This is an optimization exercise on Yosys and OpenROAD, whose aim is small area, a short achievable clock period and few clock cycles, not a production implementation. At most, simulation tests tie the RTL to the original design; equivalence was not proved.

// rational_arithmetic_unit
module rational_arithmetic_unit
#(
	parameter int OPERAND_WIDTH = 32
) (
	input  logic                            clk,
	input  logic                            arst_n,
	input  logic                            in_valid,
	output logic                            in_stall,
	input  logic [2:0]                      operation,
	input  logic signed [OPERAND_WIDTH-1:0] a_num,
	input  logic signed [OPERAND_WIDTH-1:0] a_den,
	input  logic signed [OPERAND_WIDTH-1:0] b_num,
	input  logic signed [OPERAND_WIDTH-1:0] b_den,
	output logic                            out_valid,
	input  logic                            out_stall,
	output logic signed [OPERAND_WIDTH-1:0] res_num,
	output logic signed [OPERAND_WIDTH-1:0] res_den,
	output logic                            is_equal,
	output logic [1:0]                      status
);
	logic st_idle, st_triv, st_mul1, st_comb, st_mul2, st_gcd, st_sum, st_fin;
	logic stall_q, ov_q;
	logic mmu_q, mmv_q;                  
	logic cadd_q;                        
	logic [2:0]  op_q;
	logic [31:0] r0_q, r1_q, r2_q, r3_q;  
	logic        zst_q;                  
	logic        same_q;                 
	logic [7:0]  pos_q, t2_q;            
	logic        first_q;                
	logic [5:0]  du_q, dv_q;             
	logic        sn_q, rs_q, ovf_q, fovf_q, fnz_q;
	logic        pv_q, pru_q, pgs_q;     
	logic [2:0]  psh_q;
	logic [63:0] u_q, v_q;
	logic        eq_q;
	logic [1:0]  st_q;
  ...
For scale: roughly 7700 cells after synthesis, about 200 I/O pins, roughly 57000 um^2 of cells after synthesis.
Settings: LEC_CHECK=0, CAP_MARGIN=20, CORE_MARGIN=2, CORE_UTILIZATION=25, PLACE_DENSITY=0.45, SLEW_MARGIN=20, TNS_END_PERCENT=5, SETUP_SLACK_MARGIN=8.5, BUFFER_PORTS_ARGS=-buffer_cell sky130_fd_sc_hd__buf_4; clock period 15.0 ns.
standard.sh (not shown) runs the stock make flow with config.mk's settings and CLKGATE_MAP_FILE= SYNTH_SCRIPT=/design/flow/synth_recipe.tcl, a recipe that flattens the netlist after the stock synthesis.
==> flow/flow/run.sh <==
#!/bin/bash
set -euo pipefail
cat flow/extra.mk >> config.mk
bash standard.sh > standard_flow.log 2>&1
==> flow/flow/extra.mk <==
export SETUP_SLACK_MARGIN = 8.5
export BUFFER_PORTS_ARGS = -buffer_cell sky130_fd_sc_hd__buf_4
The baseline completed without violations.
==> next run, changes <==
==> flow/flow/extra.mk (replaced) <==
export SETUP_SLACK_MARGIN = 9.5
export BUFFER_PORTS_ARGS = -buffer_cell sky130_fd_sc_hd__buf_4
- SETUP_SLACK_MARGIN: 8.5 -> 9.5
=>
- The new run ran to the end with no violations
- via count increases by about 1.7%
- die area does not change
- wire length drops by about 1.3%
- clock-buffer cell count went down by 7
- setup slack improved by 0.65 ns
- design area goes up by about 4.3%
==> next run, changes <==
- PLACE_DENSITY: 0.45 -> 0.6
- The new run completed with no timing, DRC or antenna violations
- non-clock buffer count went up by 40
- design area went up by 1.2%
- via count went up by 3.3%
- final cell count went up by 0.38%
- area after synthesis is unchanged
Function was not checked in any run of this note: the RTL went through the layout flow alone.

* * *

rational_arithmetic_unit, a different RTL version from the one above (not shown whole).
Size in the first run: about 6400 cells after synthesis, about 300 flip-flops, ~200 I/O pins, about 47000 µm² of cells after synthesis.
clock: 15.0 ns
lec_check: 0
cap_margin: 20
core_margin: 2
core_utilization: 25
place_density: 0.45
setup_slack_margin: 5
slew_margin: 20
run.sh (not shown) runs the stock make flow with config.mk's settings and CLKGATE_MAP_FILE= SYNTH_SCRIPT=/design/flow/synth_recipe.tcl, a recipe that flattens the netlist after the stock synthesis.
Stock flow here: none of the scripts above is used.
Change:
==> flow/flow/run.sh (new file) <==
#!/bin/bash
set -euo pipefail
MARGIN=$(cat flow/margin.txt)
printf 'export SETUP_SLACK_MARGIN = %s\n' "$MARGIN" >> config.mk
bash standard.sh > standard_flow.log 2>&1
==> flow/flow/margin.txt (new file) <==
9.5
==> flow/standard.sh (new file) <==
#!/bin/bash
# synth_recipe.tcl (not shown) runs the flow's synth.tcl, then flattens the netlist and writes it again
# the make line also repeats each setting of config.mk as NAME=value (left out here)
make -C /OpenROAD-flow-scripts/flow DESIGN_CONFIG=/design/flow/config.mk WORK_HOME=/design/flow/orfs CLKGATE_MAP_FILE= SYNTH_SCRIPT=/design/flow/synth_recipe.tcl "${@:-finish}"
- SETUP_SLACK_MARGIN: 5 -> 9.5
removed: flow/run.sh
What happened: The new run passed the timing, design-rule and antenna checks; non-clock buffer count is higher by 386; wire length is higher by 16%; clock-buffer cell count is higher by 1.
No functional check of the RTL was part of any run of this note.

* * *

Another version of the RTL of rational_arithmetic_unit (not shown whole).
For scale: ~7400 cells after synthesis, roughly 200 I/O pins, roughly 0.056 mm2 of cells after synthesis.
==> flow/config.mk <==
export PLATFORM = sky130hd
export DESIGN_NAME = rational_arithmetic_unit
export DESIGN_NICKNAME = rational_arithmetic_unit
export VERILOG_FILES = /design/flow/design.v
export SDC_FILE = /design/flow/constraint.sdc
export NUM_CORES = 4
export LEC_CHECK = 0
export CAP_MARGIN = 20
export CORE_MARGIN = 2
export CORE_UTILIZATION = 25
export PLACE_DENSITY = 0.45
export SLEW_MARGIN = 20
export TNS_END_PERCENT = 5
export SETUP_SLACK_MARGIN = 9.5
export BUFFER_PORTS_ARGS = -buffer_cell sky130_fd_sc_hd__buf_4
==> flow/constraint.sdc <==
create_clock -name core_clock -period 15.0 [get_ports {clk}]
set_input_delay 3.0000 -clock core_clock [delete_from_list [all_inputs] [get_ports {clk}]]
set_output_delay 3.0000 -clock core_clock [all_outputs]
set_load 0.01 [all_outputs]
standard.sh (not shown) runs the stock make flow with config.mk's settings and CLKGATE_MAP_FILE= SYNTH_SCRIPT=/design/flow/synth_recipe.tcl, a recipe that flattens the netlist after the stock synthesis.
==> flow/flow/run.sh <==
#!/bin/bash
set -euo pipefail
cat flow/extra.mk >> config.mk
bash standard.sh > standard_flow.log 2>&1
==> flow/flow/extra.mk <==
export SETUP_SLACK_MARGIN = 9.5
export BUFFER_PORTS_ARGS = -buffer_cell sky130_fd_sc_hd__buf_4
Testbench counts at the start, summed over its fixed seeds: cycles 30,423.
Change:
==> flow/flow/extra.mk (replaced) <==
export SETUP_SLACK_MARGIN = 9.5
export BUFFER_PORTS_ARGS = -buffer_cell sky130_fd_sc_hd__buf_2
--- a/flow/config.mk
+++ b/flow/config.mk
@@ -9,7 +9,8 @@
 export CORE_MARGIN = 2
 export CORE_UTILIZATION = 25
+export CTS_BUF_LIST = sky130_fd_sc_hd__clkbuf_8
 export PLACE_DENSITY = 0.45
 export SLEW_MARGIN = 20
 export TNS_END_PERCENT = 5
 export SETUP_SLACK_MARGIN = 9.5
-export BUFFER_PORTS_ARGS = -buffer_cell sky130_fd_sc_hd__buf_4
+export BUFFER_PORTS_ARGS = -buffer_cell sky130_fd_sc_hd__buf_2
Result:
- maximum frequency shrinks by 0.92%
- routed wire length shrinks by 0.80%
- clock-buffer cell count grows by 17
- cell area shrinks by 1.0%
Change:
--- a/flow/config.mk
+++ b/flow/config.mk
@@ -9,5 +9,4 @@
 export CORE_MARGIN = 2
 export CORE_UTILIZATION = 25
-export CTS_BUF_LIST = sky130_fd_sc_hd__clkbuf_8
 export PLACE_DENSITY = 0.45
 export SLEW_MARGIN = 20
After rerunning:
- design area grows slightly
- non-clock buffer count grows by 4
- critical path depth grows by 1
- sequential share of layout area barely changes
- setup slack is better by 0.019 ns
- synthesized cell count stays the same
- final cell count shrinks slightly
- routed wire length barely changes
- die area does not change
Change:
==> flow/flow/extra.mk (replaced) <==
export SETUP_SLACK_MARGIN = 10.0
export BUFFER_PORTS_ARGS = -buffer_cell sky130_fd_sc_hd__buf_2
--- a/flow/config.mk
+++ b/flow/config.mk
@@ -9,7 +9,8 @@
 export CORE_MARGIN = 2
 export CORE_UTILIZATION = 25
+export CTS_BUF_LIST = sky130_fd_sc_hd__clkbuf_8
 export PLACE_DENSITY = 0.45
 export SLEW_MARGIN = 20
 export TNS_END_PERCENT = 5
-export SETUP_SLACK_MARGIN = 9.5
+export SETUP_SLACK_MARGIN = 10.0
 export BUFFER_PORTS_ARGS = -buffer_cell sky130_fd_sc_hd__buf_2
After rerunning:
- The changed run passed the timing, design-rule and antenna checks
- via count went up by 1.3%
- maximum frequency went up by 2.3%
- non-clock buffer count went up by 136
- first-iteration DRC count went down by 2.5%
- worst hold slack gets better by 0.026 ns
- core utilization went up by 1.5 points
- die area is unchanged
- routed wire length went up by 0.74%
- global-route usage went up by 0.34 points

* * *

Starting RTL as in the previous note.
export LEC_CHECK = 0
export CAP_MARGIN = 20
export CORE_MARGIN = 2
export CORE_UTILIZATION = 25
export PLACE_DENSITY = 0.45
export SLEW_MARGIN = 20
export TNS_END_PERCENT = 25
export SETUP_SLACK_MARGIN = 9.5
export BUFFER_PORTS_ARGS = -buffer_cell sky130_fd_sc_hd__buf_4
create_clock -name core_clock -period 15.0 [get_ports {clk}]
==> flow/flow/extra.mk <==
export SETUP_SLACK_MARGIN = 9.5
export BUFFER_PORTS_ARGS = -buffer_cell sky130_fd_sc_hd__buf_4
Scripts as last shown in full above: flow/flow/run.sh
Testbench counts at the start, summed over its fixed seeds: cycles 30,423.
Rerun with:
==> flow/flow/extra.mk (replaced) <==
export SETUP_SLACK_MARGIN = 9.0
export BUFFER_PORTS_ARGS = -buffer_cell sky130_fd_sc_hd__buf_4
Settings changed: SETUP_SLACK_MARGIN 9.5 to 9.0, TNS_END_PERCENT 25 to 5.
What happened: Clock-buffer cell count went down by 12; final area falls by 6.5%; sequential share of layout area went up by 0.98 points; routed wire length went down by 3.1%; via count shrinks by 2.2%.

* * *

rational_arithmetic_unit, a different RTL version from the one above (not shown whole).
Size: ~6800 cells after synthesis, roughly 290 flip-flops, ~200 I/O pins, about 0.049 mm² of cells after synthesis.
clock: 15.0 ns
lec_check: 0
cap_margin: 20
core_margin: 2
core_utilization: 25
place_density: 0.45
setup_slack_margin: 5
slew_margin: 20
run.sh (not shown) runs the stock make flow with config.mk's settings and CLKGATE_MAP_FILE= SYNTH_SCRIPT=/design/flow/synth_recipe.tcl, a recipe that flattens the netlist after the stock synthesis.
Stock flow here: none of the scripts above is used.
Change:
SETUP_SLACK_MARGIN = unset   (was 5)
Non-clock buffer count is lower by 11.
Global-route usage barely changes.
Core utilization is lower by 0.10 points.
Synthesized area does not change.
No run of this note included a check of the RTL's function; only the layout flow was run.

* * *

rational_arithmetic_unit, a different RTL version from the one above (not shown whole).
Size in the first run: about 7200 cells after synthesis, ~200 I/O pins, roughly 54000 um2 of cells after synthesis.
export LEC_CHECK = 0
export CAP_MARGIN = 20
export CORE_MARGIN = 2
export CORE_UTILIZATION = 25
export PLACE_DENSITY = 0.45
export SLEW_MARGIN = 20
export TNS_END_PERCENT = 5
export SETUP_SLACK_MARGIN = 9.5
create_clock -name core_clock -period 15.0 [get_ports {clk}]
standard.sh (not shown) runs the stock make flow with config.mk's settings and CLKGATE_MAP_FILE= SYNTH_SCRIPT=/design/flow/synth_recipe.tcl, a recipe that flattens the netlist after the stock synthesis.
==> flow/flow/run.sh <==
#!/bin/bash
set -euo pipefail
MARGIN=$(cat flow/margin.txt)
printf 'export SETUP_SLACK_MARGIN = %s\n' "$MARGIN" >> config.mk
bash standard.sh > standard_flow.log 2>&1
==> flow/flow/margin.txt <==
9.5
Edit:
==> flow/run.sh (new file) <==
#!/bin/bash
# synth_recipe.tcl (not shown) runs the flow's synth.tcl, then flattens the netlist and writes it again
# the make line also repeats each setting of config.mk as NAME=value (left out here)
make -C /OpenROAD-flow-scripts/flow DESIGN_CONFIG=/design/flow/config.mk WORK_HOME=/design/flow/orfs CLKGATE_MAP_FILE= SYNTH_SCRIPT=/design/flow/synth_recipe.tcl finish
- SETUP_SLACK_MARGIN: 9.5 -> 5
removed: flow/flow/run.sh
removed: flow/flow/margin.txt
removed: flow/standard.sh
Synthesized area is unchanged.
Routed wire length fell by 5.3%.
Worst setup slack loses 2.0 ns.
Synthesized cell count does not change.
Core utilization decreases by 2.5 points.
Function was not checked in any run of this note: the RTL went through the layout flow alone.

* * *

## north
Another version of the RTL of rational_arithmetic_unit (not shown whole).
Size in the first run: ~310 flip-flops, roughly 200 I/O pins, ~53,000 um2 of cells after synthesis.
Settings: LEC_CHECK=0, CAP_MARGIN=20, CORE_MARGIN=2, CORE_UTILIZATION=25, CTS_BUF_LIST=sky130_fd_sc_hd__clkbuf_8, PLACE_DENSITY=0.5, SLEW_MARGIN=20, TNS_END_PERCENT=5, SETUP_SLACK_MARGIN=9.5, BUFFER_PORTS_ARGS=-buffer_cell sky130_fd_sc_hd__buf_2; clock period 15.0 ns.
==> flow/flow/run.sh <==
#!/bin/bash
set -euo pipefail
cat flow/extra.mk >> config.mk
bash standard.sh > standard_flow.log 2>&1
==> flow/flow/extra.mk <==
export SETUP_SLACK_MARGIN = 9.5
export BUFFER_PORTS_ARGS = -buffer_cell sky130_fd_sc_hd__buf_2
Testbench counts of north, summed over its fixed seeds: cycles 29,318.
The inputs of south differ from those of north as listed below.
Settings: swapping 0.5 for 0.45 in PLACE_DENSITY; swapping 5 for 15 in TNS_END_PERCENT.
The setup slack of south is higher than that of north. Max-cap violation count across south and north: no real change. north ended up with sky130_fd_sc_hd__a21oi_1 as its critical-path cell with the highest stage delay; south ended up with sky130_fd_sc_hd__fa_1. Delta (south minus north): final non-filler cell area higher; actual transition at the worst max-transition pin higher.
Inputs modified between south and east:
Settings: TNS_END_PERCENT now 5, was 15.
--- outcome ---
Looking at final worst-path cycle share, east sits 0.72 points higher than south does. east: time the worst path needs with I/O delays and setup 110 ps above south. In the metrics for south and east, the one carrying the lower wire length on met1 is east. Fraction of area in non-clock buffers: higher on south. south has completed all stages; timing, DRC and antenna checks passed. No stage failed in east, and the final checks on the layout all came back clean. In east, the synthesis-to-layout area growth came out 3.0 points below the value in south.

* * *

the previous run:
rational_arithmetic_unit, a different RTL version from the one above (not shown whole).
Size: ~310 flip-flops, about 200 I/O pins, roughly 55,000 µm² of cells after synthesis.
clock: 15.0 ns
lec_check: 0
cap_margin: 20
core_margin: 2
core_utilization: 25
place_density: 0.45
slew_margin: 20
tns_end_percent: 5
setup_slack_margin: 10.5
==> flow/flow/run.sh <==
#!/bin/bash
set -euo pipefail
MARGIN=$(cat flow/margin.txt)
printf 'export SETUP_SLACK_MARGIN = %s\n' "$MARGIN" >> config.mk
bash standard.sh > standard_flow.log 2>&1
==> flow/flow/margin.txt <==
10.5
Input changes introduced in the current run (baseline for comparison: the previous run):
- a change of SETUP_SLACK_MARGIN from 10.5 to 9.5
==> flow/flow/margin.txt <==
9.5
Notes after the runs:
Compared with the previous run, the current run shows a area used by multi-input combinational logic that is 1.0% lower.
The category of the critical setup timing path comes out reg2reg in one run and in2reg in the other, namely in the previous run and the current run respectively.
The current run vs the previous run — met3 track utilization from global routing rose 0.26 points.
The clock tree cell share of total cell area of the previous run and that of the current run are within noise of each other.
Against the previous run, the current run comes in 5.4 mm lower on total detailed-routing wirelength.
Function was not checked in any run of this note: the RTL went through the layout flow alone.

* * *

## lane 1
rational_arithmetic_unit, a different RTL version from the one above (not shown whole).
For scale: roughly 7300 cells after synthesis, about 200 I/O pins, about 54000 µm² of cells after synthesis.
Design rational_arithmetic_unit, start of the top module:
module rational_arithmetic_unit
#(
	parameter int OPERAND_WIDTH = 32
) (
	input  logic                            clk,
	input  logic                            arst_n,
	input  logic                            in_valid,
	output logic                            in_stall,
	input  logic [2:0]                      operation,
	input  logic signed [OPERAND_WIDTH-1:0] a_num,
	input  logic signed [OPERAND_WIDTH-1:0] a_den,
	input  logic signed [OPERAND_WIDTH-1:0] b_num,
	input  logic signed [OPERAND_WIDTH-1:0] b_den,
	output logic                            out_valid,
	input  logic                            out_stall,
	output logic signed [OPERAND_WIDTH-1:0] res_num,
	output logic signed [OPERAND_WIDTH-1:0] res_den,
	output logic                            is_equal,
	output logic [1:0]                      status
);
	logic st_idle, st_triv, st_mul1, st_comb, st_mul2, st_gcd, st_sum, st_fin;
	logic stall_q, ov_q;
	logic [2:0]  op_q;
	logic [31:0] r0_q, r1_q, r2_q, r3_q;  
	logic        zst_q;                  
	logic [7:0]  pos_q, t2_q;            
	logic        first_q;                
	logic [5:0]  du_q, dv_q;             
  ...
==> flow/config.mk <==
export PLATFORM = sky130hd
export DESIGN_NAME = rational_arithmetic_unit
export DESIGN_NICKNAME = rational_arithmetic_unit
export VERILOG_FILES = /design/flow/design.v
export SDC_FILE = /design/flow/constraint.sdc
export NUM_CORES = 4
export LEC_CHECK = 0
export CAP_MARGIN = 20
export CORE_MARGIN = 2
export CORE_UTILIZATION = 50
export PLACE_DENSITY = 0.65
export SLEW_MARGIN = 20
export TNS_END_PERCENT = 5
export SETUP_SLACK_MARGIN = 9.5
==> flow/constraint.sdc <==
create_clock -name core_clock -period 15.0 [get_ports {clk}]
set_input_delay 3.0000 -clock core_clock [delete_from_list [all_inputs] [get_ports {clk}]]
set_output_delay 3.0000 -clock core_clock [all_outputs]
set_load 0.01 [all_outputs]
==> flow/flow/margin.txt <==
9.5
Scripts as last shown in full above: flow/flow/run.sh
Testbench counts of lane 1, summed over its fixed seeds: cycles 30,423.
diff inputs: lane 1 => lane 2
-- flow/config.mk --
<<< lane 1, line 9
export CORE_MARGIN = 2
export CORE_UTILIZATION = 50
export PLACE_DENSITY = 0.65
export SLEW_MARGIN = 20
>>> lane 2, line 9
export CORE_MARGIN = 2
export CORE_UTILIZATION = 25
export PLACE_DENSITY = 0.45
export SLEW_MARGIN = 20
Results
Total via count after detailed routing on lane 2 is down relative to lane 1.
Total length of routed met3 wires, lane 1 and lane 2: smaller value in lane 2
Taking lane 2 over lane 1, the final weighted congestion in routability-driven placement ratio works out to 0.876.
No stage failed in lane 2, and the final checks on the layout all came back clean.
Lane 2: utilization is 28 points lower than what lane 1 reported.
Summary of lane 2 over lane 1: wire length moved up, transition time at the pin with the least slew margin dropped 0.075 ns.
Lane 2 vs lane 1 — sequential share of layout area dropped 0.68 points.
For non-clock buffer count, dividing the value from lane 2 by the value from lane 1 gives 1.12.

[re-timing with driven ports]
The results above use ideal ports. As a check the final layouts listed here were re-extracted and re-timed, cells and wires unchanged.
Step 1, drivers: a clkbuf_16 drives clk and a buf_2 each remaining input, both assumed.
Step 2 also shifts input and output timing later by t, the mid clock arrival at the registers, as if the neighbouring blocks saw the same clock.
Slacks: ideal ports / drivers / drivers and shift; pairs: ideal ports / drivers.
run | t, ns | setup WS [ns] | worst setup path after step 2 | clock arrival spread, ns | worst slew at a driven data input, ns
the first run of note 1 | 0.756 | 8.499 / 8.547 / 7.794 | input to register | 0.067 / 0.067 | 0.08
the second run of note 1 | 0.741 | 9.144 / 9.199 / 8.458 | input to register | 0.056 / 0.056 | 0.09
the third run of note 1 | 0.720 | 9.094 / 9.142 / 8.422 | input to register | 0.058 / 0.057 | 0.10
the first run of note 2 | 0.733 | 6.615 / 6.651 / 5.929 | input to register | 0.038 / 0.038 | 0.10
the second run of note 2 | 0.734 | 8.126 / 8.129 / 7.395 | input to register | 0.041 / 0.041 | 0.08
the first run of note 3 | 0.735 | 9.334 / 9.355 / 8.650 | input to register | 0.052 / 0.052 | 0.09
the second run of note 3 | 0.878 | 9.282 / 9.282 / 8.537 | input to register | 0.067 / 0.066 | 0.08
the third run of note 3 | 0.726 | 9.301 / 9.301 / 8.814 | input to register | 0.033 / 0.033 | 0.08
the fourth run of note 3 | 0.899 | 9.429 / 9.460 / 8.595 | input to register | 0.092 / 0.092 | 0.07
the first run of note 4 | 0.754 | 9.423 / 9.435 / 8.681 | input to register | 0.066 / 0.067 | 0.10
the second run of note 4 | 0.726 | 8.907 / 8.927 / 8.239 | input to register | 0.061 / 0.061 | 0.07
the first run of note 5 | 0.790 | 5.378 / 5.378 / 5.378 | register to register | 0.090 / 0.091 | 0.05
the second run of note 5 | 0.794 | 4.524 / 4.524 / 4.524 | register to register | 0.095 / 0.095 | 0.05
the first run of note 6 | 0.750 | 8.352 / 8.388 / 7.638 | input to register | 0.059 / 0.060 | 0.08
the second run of note 6 | 0.748 | 6.309 / 6.309 / 5.992 | input to register | 0.055 / 0.055 | 0.10
north | 0.877 | 8.985 / 9.034 / 8.158 | input to register | 0.079 / 0.079 | 0.10
south | 0.886 | 9.273 / 9.273 / 8.595 | input to register | 0.068 / 0.068 | 0.10
east | 0.883 | 9.166 / 9.226 / 8.343 | input to register | 0.062 / 0.062 | 0.10
the previous run | 0.734 | 8.999 / 8.999 / 8.441 | input to register | 0.035 / 0.035 | 0.07
the current run | 0.724 | 9.157 / 9.174 / 8.489 | input to register | 0.057 / 0.057 | 0.07
lane 1 | 0.765 | 8.964 / 9.001 / 8.246 | input to register | 0.058 / 0.058 | 0.07
lane 2 | 0.724 | 9.264 / 9.293 / 8.570 | input to register | 0.026 / 0.025 | 0.07
After both steps setup and hold are still met in every run listed. For the fourth run of note 3, which loses most, drivers alone change the setup slack by +0.031 ns; drivers and shift together by -0.834 ns.
